What follows belongs to an exercise in optimizing a design on an open flow for small area, a short achievable clock period and few clock cycles; a production flow would make more cautious choices. In this exercise RTL edits were held to simulation tests only and were not proved equivalent to the original. No activity file was given, so power comes from the tool's default toggle rates.

==> job 9958: inputs <==
==> flow/design.v <==
`default_nettype none
package cim_pkg;
    typedef enum logic [2:0] {
        NOP                           = 3'd0,
        PATCH_LOAD_BROADCAST_START_OP = 3'd1,
        PATCH_LOAD_BROADCAST_OP       = 3'd2,
        PARAM_STREAM_START_OP         = 3'd3,
        PARAM_STREAM_OP               = 3'd4,
        DENSE_BROADCAST_START_OP      = 3'd5,
        DENSE_BROADCAST_DATA_OP       = 3'd6
    } bus_op_t;
    typedef enum logic [2:0] {
        CIM_IDLE,
        CIM_PATCH_LOAD,
        CIM_CLASS_TOKEN,
        CIM_POS_EMB,
        CIM_DONE
    } cim_state_t;
    typedef struct packed {
        bus_op_t                          op;
        logic [$clog2(4)-1:0]             target_or_sender;
        logic [2:0][16-1:0]      data;
    } bus_word_t;
    typedef struct packed {
        logic                   rd;
        logic                   wr;
        logic [6-1:0] addr;
        logic [16-1:0] wdata;
    } mem_req_t;
    typedef struct packed {
        logic                   start;  
        logic [6-1:0] addr;
        logic [1:0]             len;    
    } tx_cmd_t;
endpackage
`default_nettype wire
`default_nettype none
module cim #(
    parameter int ID = 0
) (
    input  logic               clk,
    input  logic               rst_n,
    input  cim_pkg::bus_word_t bus_in,
    output cim_pkg::bus_word_t bus_out,
    output logic               bus_drive,
    output logic               is_ready
);
    localparam int W   = 16;
    localparam int AW  = 6;
    localparam int IDW = $clog2(4);
    localparam int NR  = 4 + 1;  
    localparam int NP  = 4 + 2;  
    logic [W-1:0] pw [NP];    
    logic [AW-1:0]     wptr;  
    logic [1:0]        slot;
    logic [2:0]        pcnt;
    logic              tx_q;
    logic          for_me;
    logic          op_pstart, op_pbeat, op_patch_start, op_patch, op_last, op_tx;
    logic [W-1:0]  pdata;
    assign for_me         = (bus_in.target_or_sender == IDW'(ID));
    assign op_pstart      = (bus_in.op == cim_pkg::PARAM_STREAM_START_OP);
    assign op_pbeat       = (bus_in.op == cim_pkg::PARAM_STREAM_OP) && for_me;
    assign op_patch_start = (bus_in.op == cim_pkg::PATCH_LOAD_BROADCAST_START_OP);
    assign op_patch       = (bus_in.op == cim_pkg::PATCH_LOAD_BROADCAST_OP) && (pcnt < 3'd4);
    assign op_last        = op_patch && (pcnt == 3'd3);
    assign op_tx          = (bus_in.op == cim_pkg::DENSE_BROADCAST_START_OP) && for_me;
    assign pdata          = bus_in.data[slot];
    always_ff @(posedge clk) begin
        for (int k = 0; k < NP; k++) begin
            if (op_pbeat && wptr == ((k == 0) ? AW'(0)
                                              : AW'(8 + k - 1))) begin
                pw[k] <= pdata;
            end
        end
    end
    localparam int H = W / 2;
    logic [H-1:0] rlo [NR];
    logic [H-1:0] rhi [NR];
    logic [NR-1:0] cy;        
    logic          infer_hi;  
    logic [H-1:0] slo [NR];
    logic [H-1:0] shi [NR];
    logic [NR-1:0] clo;
    logic [H-1:0] ahi [NR];  
    for (genvar i = 0; i < NR; i++) begin : g_add
        logic [H-1:0] alo;
        if (i == 0) begin : g_cls
            assign alo    = pw[0][H-1:0];
            assign ahi[i] = pw[0][W-1:H];
        end else if (i == NR - 1) begin : g_lst
            assign alo    = bus_in.data[0][H-1:0];
            assign ahi[i] = rhi[i];
        end else begin : g_mid
            assign alo    = rlo[i];
            assign ahi[i] = rhi[i];
        end
        assign {clo[i], slo[i]} = {1'b0, alo} + {1'b0, pw[i + 1][H-1:0]};
        assign shi[i] = ahi[i] + pw[i + 1][W-1:H] + H'(cy[i]);
    end
    always_ff @(posedge clk) begin
        for (int i = 0; i < NR; i++) begin
            if (op_last) begin
                rlo[i] <= slo[i];
                cy[i]  <= clo[i];
            end else if (op_patch && pcnt == 3'(i - 1)) begin
                rlo[i] <= bus_in.data[0][H-1:0];
            end
            if (infer_hi) begin
                rhi[i] <= shi[i];
            end else if (op_patch && pcnt == 3'(i - 1)) begin
                rhi[i] <= bus_in.data[0][W-1:H];
            end
        end
    end
    always_ff @(posedge clk) begin
        infer_hi <= op_last;
    end
    always_ff @(posedge clk) begin
        if (op_pstart) begin
            wptr <= bus_in.data[0][AW-1:0];
        end else if (op_pbeat) begin
            wptr <= wptr + AW'(1);
        end
    end
    always_ff @(posedge clk) begin
        if (!rst_n) begin
            slot <= '0;
            pcnt <= '0;
            tx_q <= 1'b0;
        end else begin
            tx_q <= op_tx;
            if (op_pstart) begin
                slot <= '0;
            end else if (op_pbeat) begin
                slot <= (slot == 2'd2) ? 2'd0 : slot + 2'd1;
            end
            if (op_patch_start) begin
                pcnt <= '0;
            end else if (op_patch) begin
                pcnt <= pcnt + 3'd1;
            end
        end
    end
    logic [2:0]    a;
    logic          single;
    logic [NR-1:0] sel_q [3];
    assign a      = bus_in.data[0][2:0];
    assign single = (bus_in.data[1] == W'(1));
    always_ff @(posedge clk) begin
        for (int i = 0; i < NR; i++) begin
            sel_q[0][i] <= !single && (a == 3'(i));
            sel_q[1][i] <= !single && (3'(a + 3'd1) == 3'(i));
            sel_q[2][i] <= single ? (a == 3'(i)) : (3'(a + 3'd2) == 3'(i));
        end
    end
    always_comb begin
        bus_out.op               = tx_q ? cim_pkg::DENSE_BROADCAST_DATA_OP : cim_pkg::NOP;
        bus_out.target_or_sender = IDW'(ID);
        for (int j = 0; j < 3; j++) begin
            bus_out.data[j] = '0;
            for (int i = 0; i < NR; i++) begin
                bus_out.data[j] = bus_out.data[j] | ({W{sel_q[j][i]}} & {rhi[i], rlo[i]});
            end
        end
    end
    assign bus_drive = tx_q;
    assign is_ready  = 1'b1;
endmodule
`default_nettype wire
`default_nettype none
module cim_tile (
    input  logic        clk,
    input  logic        rst_n,
    input  logic [2:0]  bus_in_op,
    input  logic [1:0]  bus_in_id,
    input  logic [47:0] bus_in_data,
    output logic [2:0]  bus_out_op,
    output logic [1:0]  bus_out_id,
    output logic [47:0] bus_out_data,
    output logic        bus_drive,
    output logic        is_ready
);
    cim_pkg::bus_word_t bi, bo;
    assign bi.op = cim_pkg::bus_op_t'(bus_in_op);
    assign bi.target_or_sender = bus_in_id;
    assign bi.data = bus_in_data;
    assign bus_out_op = bo.op;
    assign bus_out_id = bo.target_or_sender;
    assign bus_out_data = bo.data;
    cim #(.ID(2)) u (.clk(clk), .rst_n(rst_n), .bus_in(bi), .bus_out(bo), .bus_drive(bus_drive), .is_ready(is_ready));
endmodule
`default_nettype wire
==> flow/flow/run.sh <==
#!/bin/bash
# The standard layout, with plain buf_1 cells as the port buffers instead of the delay cells
# that buffer_ports picks on its own. Each tool's output is in the orfs logs; make's own output
# goes to standard.log.
set -o pipefail
export BUFFER_PORTS_ARGS="-buffer_cell sky130_fd_sc_hd__buf_1"
bash standard.sh > standard.log 2>&1
==> flow/standard.sh <==
#!/bin/bash
# synth_recipe.tcl (not shown) runs the flow's synth.tcl, then flattens the netlist and writes it again
# the make line also repeats each setting of config.mk as NAME=value (left out here)
make -C /OpenROAD-flow-scripts/flow DESIGN_CONFIG=/design/flow/config.mk WORK_HOME=/design/flow/orfs CLKGATE_MAP_FILE= SYNTH_SCRIPT=/design/flow/synth_recipe.tcl "${@:-finish}"
==> flow/config.mk <==
export PLATFORM = sky130hd
export DESIGN_NAME = cim_tile
export DESIGN_NICKNAME = cim_tile
export VERILOG_FILES = /design/flow/design.v
export SDC_FILE = /design/flow/constraint.sdc
export NUM_CORES = 4
export LEC_CHECK = 0
export CAP_MARGIN = 20
export CORE_MARGIN = 2
export CORE_UTILIZATION = 50
export SETUP_SLACK_MARGIN = 2
export SLEW_MARGIN = 20
==> flow/constraint.sdc <==
create_clock -name core_clock -period 4.0 [get_ports {clk}]
set_input_delay 0.8000 -clock core_clock [delete_from_list [all_inputs] [get_ports {clk}]]
set_output_delay 0.8000 -clock core_clock [all_outputs]
set_load 0.01 [all_outputs]
==> inputs of job 2958, as changes to job 9958 <==
--- a/flow/design.v
+++ b/flow/design.v
@@ -35,6 +35,34 @@
 endpackage
 `default_nettype wire
 `default_nettype none
+module cim_add #(
+    parameter int W = 16
+) (
+    input  logic [W-1:0] a,
+    input  logic [W-1:0] b,
+    output logic [W-1:0] y
+);
+    localparam int L = $clog2(W);
+    logic [W-1:0] g [L+1];
+    logic [W-1:0] p [L+1];
+    assign g[0] = a & b;
+    assign p[0] = a ^ b;
+    for (genvar l = 0; l < L; l++) begin : g_lvl
+        for (genvar i = 0; i < W; i++) begin : g_bit
+            if ((i >> l) % 2 == 1) begin : g_comb
+                localparam int J = ((i >> l) << l) - 1;
+                assign g[l+1][i] = g[l][i] | (p[l][i] & g[l][J]);
+                assign p[l+1][i] = p[l][i] & p[l][J];
+            end else begin : g_pass
+                assign g[l+1][i] = g[l][i];
+                assign p[l+1][i] = p[l][i];
+            end
+        end
+    end
+    assign y = p[0] ^ {g[L][W-2:0], 1'b0};
+endmodule
+`default_nettype wire
+`default_nettype none
 module cim #(
     parameter int ID = 0
 ) (
@@ -51,10 +79,12 @@
     localparam int NR  = 4 + 1;  
     localparam int NP  = 4 + 2;  
     logic [W-1:0] pw [NP];    
+    logic [W-1:0] rw [NR];    
     logic [AW-1:0]     wptr;  
     logic [1:0]        slot;
     logic [2:0]        pcnt;
     logic              tx_q;
+    logic [2:0][W-1:0] data_q;
     logic          for_me;
     logic          op_pstart, op_pbeat, op_patch_start, op_patch, op_last, op_tx;
     logic [W-1:0]  pdata;
@@ -74,47 +104,24 @@
             end
         end
     end
-    localparam int H = W / 2;
-    logic [H-1:0] rlo [NR];
-    logic [H-1:0] rhi [NR];
-    logic [NR-1:0] cy;        
-    logic          infer_hi;  
-    logic [H-1:0] slo [NR];
-    logic [H-1:0] shi [NR];
-    logic [NR-1:0] clo;
-    logic [H-1:0] ahi [NR];  
-    for (genvar i = 0; i < NR; i++) begin : g_add
-        logic [H-1:0] alo;
-        if (i == 0) begin : g_cls
-            assign alo    = pw[0][H-1:0];
-            assign ahi[i] = pw[0][W-1:H];
-        end else if (i == NR - 1) begin : g_lst
-            assign alo    = bus_in.data[0][H-1:0];
-            assign ahi[i] = rhi[i];
-        end else begin : g_mid
-            assign alo    = rlo[i];
-            assign ahi[i] = rhi[i];
-        end
-        assign {clo[i], slo[i]} = {1'b0, alo} + {1'b0, pw[i + 1][H-1:0]};
-        assign shi[i] = ahi[i] + pw[i + 1][W-1:H] + H'(cy[i]);
-    end
-    always_ff @(posedge clk) begin
-        for (int i = 0; i < NR; i++) begin
+    logic [W-1:0] sum [NR];
+    cim_add #(.W(W)) add0_i (.a(pw[0]), .b(pw[1]), .y(sum[0]));
+    for (genvar i = 1; i < NR - 1; i++) begin : g_add
+        cim_add #(.W(W)) add_i (.a(rw[i]), .b(pw[i + 1]), .y(sum[i]));
+    end
+    cim_add #(.W(W)) addl_i (.a(bus_in.data[0]), .b(pw[NR]), .y(sum[NR - 1]));
+    always_ff @(posedge clk) begin
+        if (op_last) begin
+            rw[0]      <= sum[0];
+            rw[NR - 1] <= sum[NR - 1];
+        end
+        for (int i = 1; i < NR - 1; i++) begin
             if (op_last) begin
-                rlo[i] <= slo[i];
-                cy[i]  <= clo[i];
+                rw[i] <= sum[i];
             end else if (op_patch && pcnt == 3'(i - 1)) begin
-                rlo[i] <= bus_in.data[0][H-1:0];
-            end
-            if (infer_hi) begin
-                rhi[i] <= shi[i];
-            end else if (op_patch && pcnt == 3'(i - 1)) begin
-                rhi[i] <= bus_in.data[0][W-1:H];
-            end
-        end
-    end
-    always_ff @(posedge clk) begin
-        infer_hi <= op_last;
+                rw[i] <= bus_in.data[0];
+            end
+        end
     end
     always_ff @(posedge clk) begin
         if (op_pstart) begin
@@ -142,27 +149,30 @@
             end
         end
     end
-    logic [2:0]    a;
-    logic          single;
-    logic [NR-1:0] sel_q [3];
+    logic [2:0]        a;
+    logic              single;
+    logic [2:0][W-1:0] rsel;
     assign a      = bus_in.data[0][2:0];
     assign single = (bus_in.data[1] == W'(1));
-    always_ff @(posedge clk) begin
-        for (int i = 0; i < NR; i++) begin
-            sel_q[0][i] <= !single && (a == 3'(i));
-            sel_q[1][i] <= !single && (3'(a + 3'd1) == 3'(i));
-            sel_q[2][i] <= single ? (a == 3'(i)) : (3'(a + 3'd2) == 3'(i));
-        end
+    always_comb begin
+        for (int j = 0; j < 3; j++) begin
+            rsel[j] = '0;
+            for (int i = 0; i < NR; i++) begin
+                if (3'(a + 3'(j)) == 3'(i)) begin
+                    rsel[j] = rw[i];
+                end
+            end
+        end
+    end
+    always_ff @(posedge clk) begin
+        data_q[0] <= single ? '0 : rsel[0];
+        data_q[1] <= single ? '0 : rsel[1];
+        data_q[2] <= single ? rsel[0] : rsel[2];
     end
     always_comb begin
         bus_out.op               = tx_q ? cim_pkg::DENSE_BROADCAST_DATA_OP : cim_pkg::NOP;
         bus_out.target_or_sender = IDW'(ID);
-        for (int j = 0; j < 3; j++) begin
-            bus_out.data[j] = '0;
-            for (int i = 0; i < NR; i++) begin
-                bus_out.data[j] = bus_out.data[j] | ({W{sel_q[j][i]}} & {rhi[i], rlo[i]});
-            end
-        end
+        bus_out.data             = data_q;
     end
     assign bus_drive = tx_q;
     assign is_ready  = 1'b1;
==> flow/run.sh (new file) <==
#!/bin/bash
# synth_recipe.tcl (not shown) runs the flow's synth.tcl, then flattens the netlist and writes it again
# the make line also repeats each setting of config.mk as NAME=value (left out here)
make -C /OpenROAD-flow-scripts/flow DESIGN_CONFIG=/design/flow/config.mk WORK_HOME=/design/flow/orfs CLKGATE_MAP_FILE= SYNTH_SCRIPT=/design/flow/synth_recipe.tcl finish
--- a/flow/config.mk
+++ b/flow/config.mk
@@ -7,6 +7,6 @@
 export LEC_CHECK = 0
 export CAP_MARGIN = 20
 export CORE_MARGIN = 2
-export CORE_UTILIZATION = 50
+export CORE_UTILIZATION = 40
 export SETUP_SLACK_MARGIN = 2
 export SLEW_MARGIN = 20
removed: flow/flow/run.sh
removed: flow/standard.sh
==> inputs of job 9073, as changes to job 9958 <==
--- a/flow/design.v
+++ b/flow/design.v
@@ -35,6 +35,34 @@
 endpackage
 `default_nettype wire
 `default_nettype none
+module cim_add #(
+    parameter int W = 16
+) (
+    input  logic [W-1:0] a,
+    input  logic [W-1:0] b,
+    output logic [W-1:0] y
+);
+    localparam int L = $clog2(W);
+    logic [W-1:0] g [L+1];
+    logic [W-1:0] p [L+1];
+    assign g[0] = a & b;
+    assign p[0] = a ^ b;
+    for (genvar l = 0; l < L; l++) begin : g_lvl
+        for (genvar i = 0; i < W; i++) begin : g_bit
+            if ((i >> l) % 2 == 1) begin : g_comb
+                localparam int J = ((i >> l) << l) - 1;
+                assign g[l+1][i] = g[l][i] | (p[l][i] & g[l][J]);
+                assign p[l+1][i] = p[l][i] & p[l][J];
+            end else begin : g_pass
+                assign g[l+1][i] = g[l][i];
+                assign p[l+1][i] = p[l][i];
+            end
+        end
+    end
+    assign y = p[0] ^ {g[L][W-2:0], 1'b0};
+endmodule
+`default_nettype wire
+`default_nettype none
 module cim #(
     parameter int ID = 0
 ) (
@@ -51,6 +79,7 @@
     localparam int NR  = 4 + 1;  
     localparam int NP  = 4 + 2;  
     logic [W-1:0] pw [NP];    
+    logic [W-1:0] rw [NR];    
     logic [AW-1:0]     wptr;  
     logic [1:0]        slot;
     logic [2:0]        pcnt;
@@ -74,47 +103,24 @@
             end
         end
     end
-    localparam int H = W / 2;
-    logic [H-1:0] rlo [NR];
-    logic [H-1:0] rhi [NR];
-    logic [NR-1:0] cy;        
-    logic          infer_hi;  
-    logic [H-1:0] slo [NR];
-    logic [H-1:0] shi [NR];
-    logic [NR-1:0] clo;
-    logic [H-1:0] ahi [NR];  
-    for (genvar i = 0; i < NR; i++) begin : g_add
-        logic [H-1:0] alo;
-        if (i == 0) begin : g_cls
-            assign alo    = pw[0][H-1:0];
-            assign ahi[i] = pw[0][W-1:H];
-        end else if (i == NR - 1) begin : g_lst
-            assign alo    = bus_in.data[0][H-1:0];
-            assign ahi[i] = rhi[i];
-        end else begin : g_mid
-            assign alo    = rlo[i];
-            assign ahi[i] = rhi[i];
+    logic [W-1:0] sum [NR];
+    cim_add #(.W(W)) add0_i (.a(pw[0]), .b(pw[1]), .y(sum[0]));
+    for (genvar i = 1; i < NR - 1; i++) begin : g_add
+        cim_add #(.W(W)) add_i (.a(rw[i]), .b(pw[i + 1]), .y(sum[i]));
+    end
+    cim_add #(.W(W)) addl_i (.a(bus_in.data[0]), .b(pw[NR]), .y(sum[NR - 1]));
+    always_ff @(posedge clk) begin
+        if (op_last) begin
+            rw[0]      <= sum[0];
+            rw[NR - 1] <= sum[NR - 1];
         end
-        assign {clo[i], slo[i]} = {1'b0, alo} + {1'b0, pw[i + 1][H-1:0]};
-        assign shi[i] = ahi[i] + pw[i + 1][W-1:H] + H'(cy[i]);
-    end
-    always_ff @(posedge clk) begin
-        for (int i = 0; i < NR; i++) begin
+        for (int i = 1; i < NR - 1; i++) begin
             if (op_last) begin
-                rlo[i] <= slo[i];
-                cy[i]  <= clo[i];
+                rw[i] <= sum[i];
             end else if (op_patch && pcnt == 3'(i - 1)) begin
-                rlo[i] <= bus_in.data[0][H-1:0];
-            end
-            if (infer_hi) begin
-                rhi[i] <= shi[i];
-            end else if (op_patch && pcnt == 3'(i - 1)) begin
-                rhi[i] <= bus_in.data[0][W-1:H];
+                rw[i] <= bus_in.data[0];
             end
         end
-    end
-    always_ff @(posedge clk) begin
-        infer_hi <= op_last;
     end
     always_ff @(posedge clk) begin
         if (op_pstart) begin
@@ -160,7 +166,7 @@
         for (int j = 0; j < 3; j++) begin
             bus_out.data[j] = '0;
             for (int i = 0; i < NR; i++) begin
-                bus_out.data[j] = bus_out.data[j] | ({W{sel_q[j][i]}} & {rhi[i], rlo[i]});
+                bus_out.data[j] = bus_out.data[j] | ({W{sel_q[j][i]}} & rw[i]);
             end
         end
     end
==> flow/run.sh (new file) <==
#!/bin/bash
# synth_recipe.tcl (not shown) runs the flow's synth.tcl, then flattens the netlist and writes it again
# the make line also repeats each setting of config.mk as NAME=value (left out here)
make -C /OpenROAD-flow-scripts/flow DESIGN_CONFIG=/design/flow/config.mk WORK_HOME=/design/flow/orfs CLKGATE_MAP_FILE= SYNTH_SCRIPT=/design/flow/synth_recipe.tcl finish
--- a/flow/config.mk
+++ b/flow/config.mk
@@ -7,6 +7,6 @@
 export LEC_CHECK = 0
 export CAP_MARGIN = 20
 export CORE_MARGIN = 2
-export CORE_UTILIZATION = 50
-export SETUP_SLACK_MARGIN = 2
+export CORE_UTILIZATION = 40
+export SETUP_SLACK_MARGIN = 1.5
 export SLEW_MARGIN = 20
removed: flow/flow/run.sh
removed: flow/standard.sh
==> summary.txt <==
Job 2958 passed the timing, DRC and antenna checks. Job 9958 produced a clean layout. Job 9073 completed with no timing, DRC or antenna violations.
Worst setup slack: job 9073 < job 2958 < job 9958.
Sequential share of layout area: job 9958 > job 9073 > job 2958.
The highest final cell count belongs to job 2958, the lowest to job 9958.
Against job 2958, the combinational power of job 9073 is smaller by about 22%.
Of job 2958 and job 9073, job 2958 has the higher critical path depth (gap 7).
The lowest first-iteration DRC count belongs to job 2958, the highest to job 9958.
Power: job 9958 is lower than job 2958 (about 18%).
Via count: job 2958 > job 9958 > job 9073.
The lowest core utilization belongs to job 9073, the highest to job 9958.
Against job 2958, the count of clock-buffer cells in the layout of job 9958 is lower by 3.
Testbench counts of job 9958, summed over its fixed seeds: cycles 1,617.
Testbench counts of job 2958, summed over its fixed seeds: cycles 1,617.
Testbench counts of job 9073, summed over its fixed seeds: cycles 1,617.

-- afterwards: timing with drivers on the ports --
The results above use ideal ports. As a check the final layouts listed here were re-extracted and re-timed, cells and wires unchanged.
Step 1: set_driving_cell puts a clkbuf_16 on clk and a buf_2 on each other input, an assumption about the parent block.
Step 2 moves the port delays by t, midway between the first and last clock arrival at a register: inputs arrive t later, outputs are due t later. That takes back most of the time a late clock gives input paths.
Slacks: ideal ports / drivers / drivers and shift; pairs: ideal ports / drivers.
| run | t, ns | slack for setup (ns) | cell pins on the clock port's net |
|---|---|---|---|
| job 9958 | 0.550 | 1.515 / 1.469 / 1.471 | 1 |
| job 2958 | 0.601 | 1.363 / 1.363 / 0.975 | 1 |
| job 9073 | 0.550 | 1.279 / 1.234 / 1.018 | 1 |
After both steps setup and hold are still met in every run listed. The setup slack of job 2958, which loses most, moves by 0.000 ns with the drivers and by -0.388 ns with both steps.
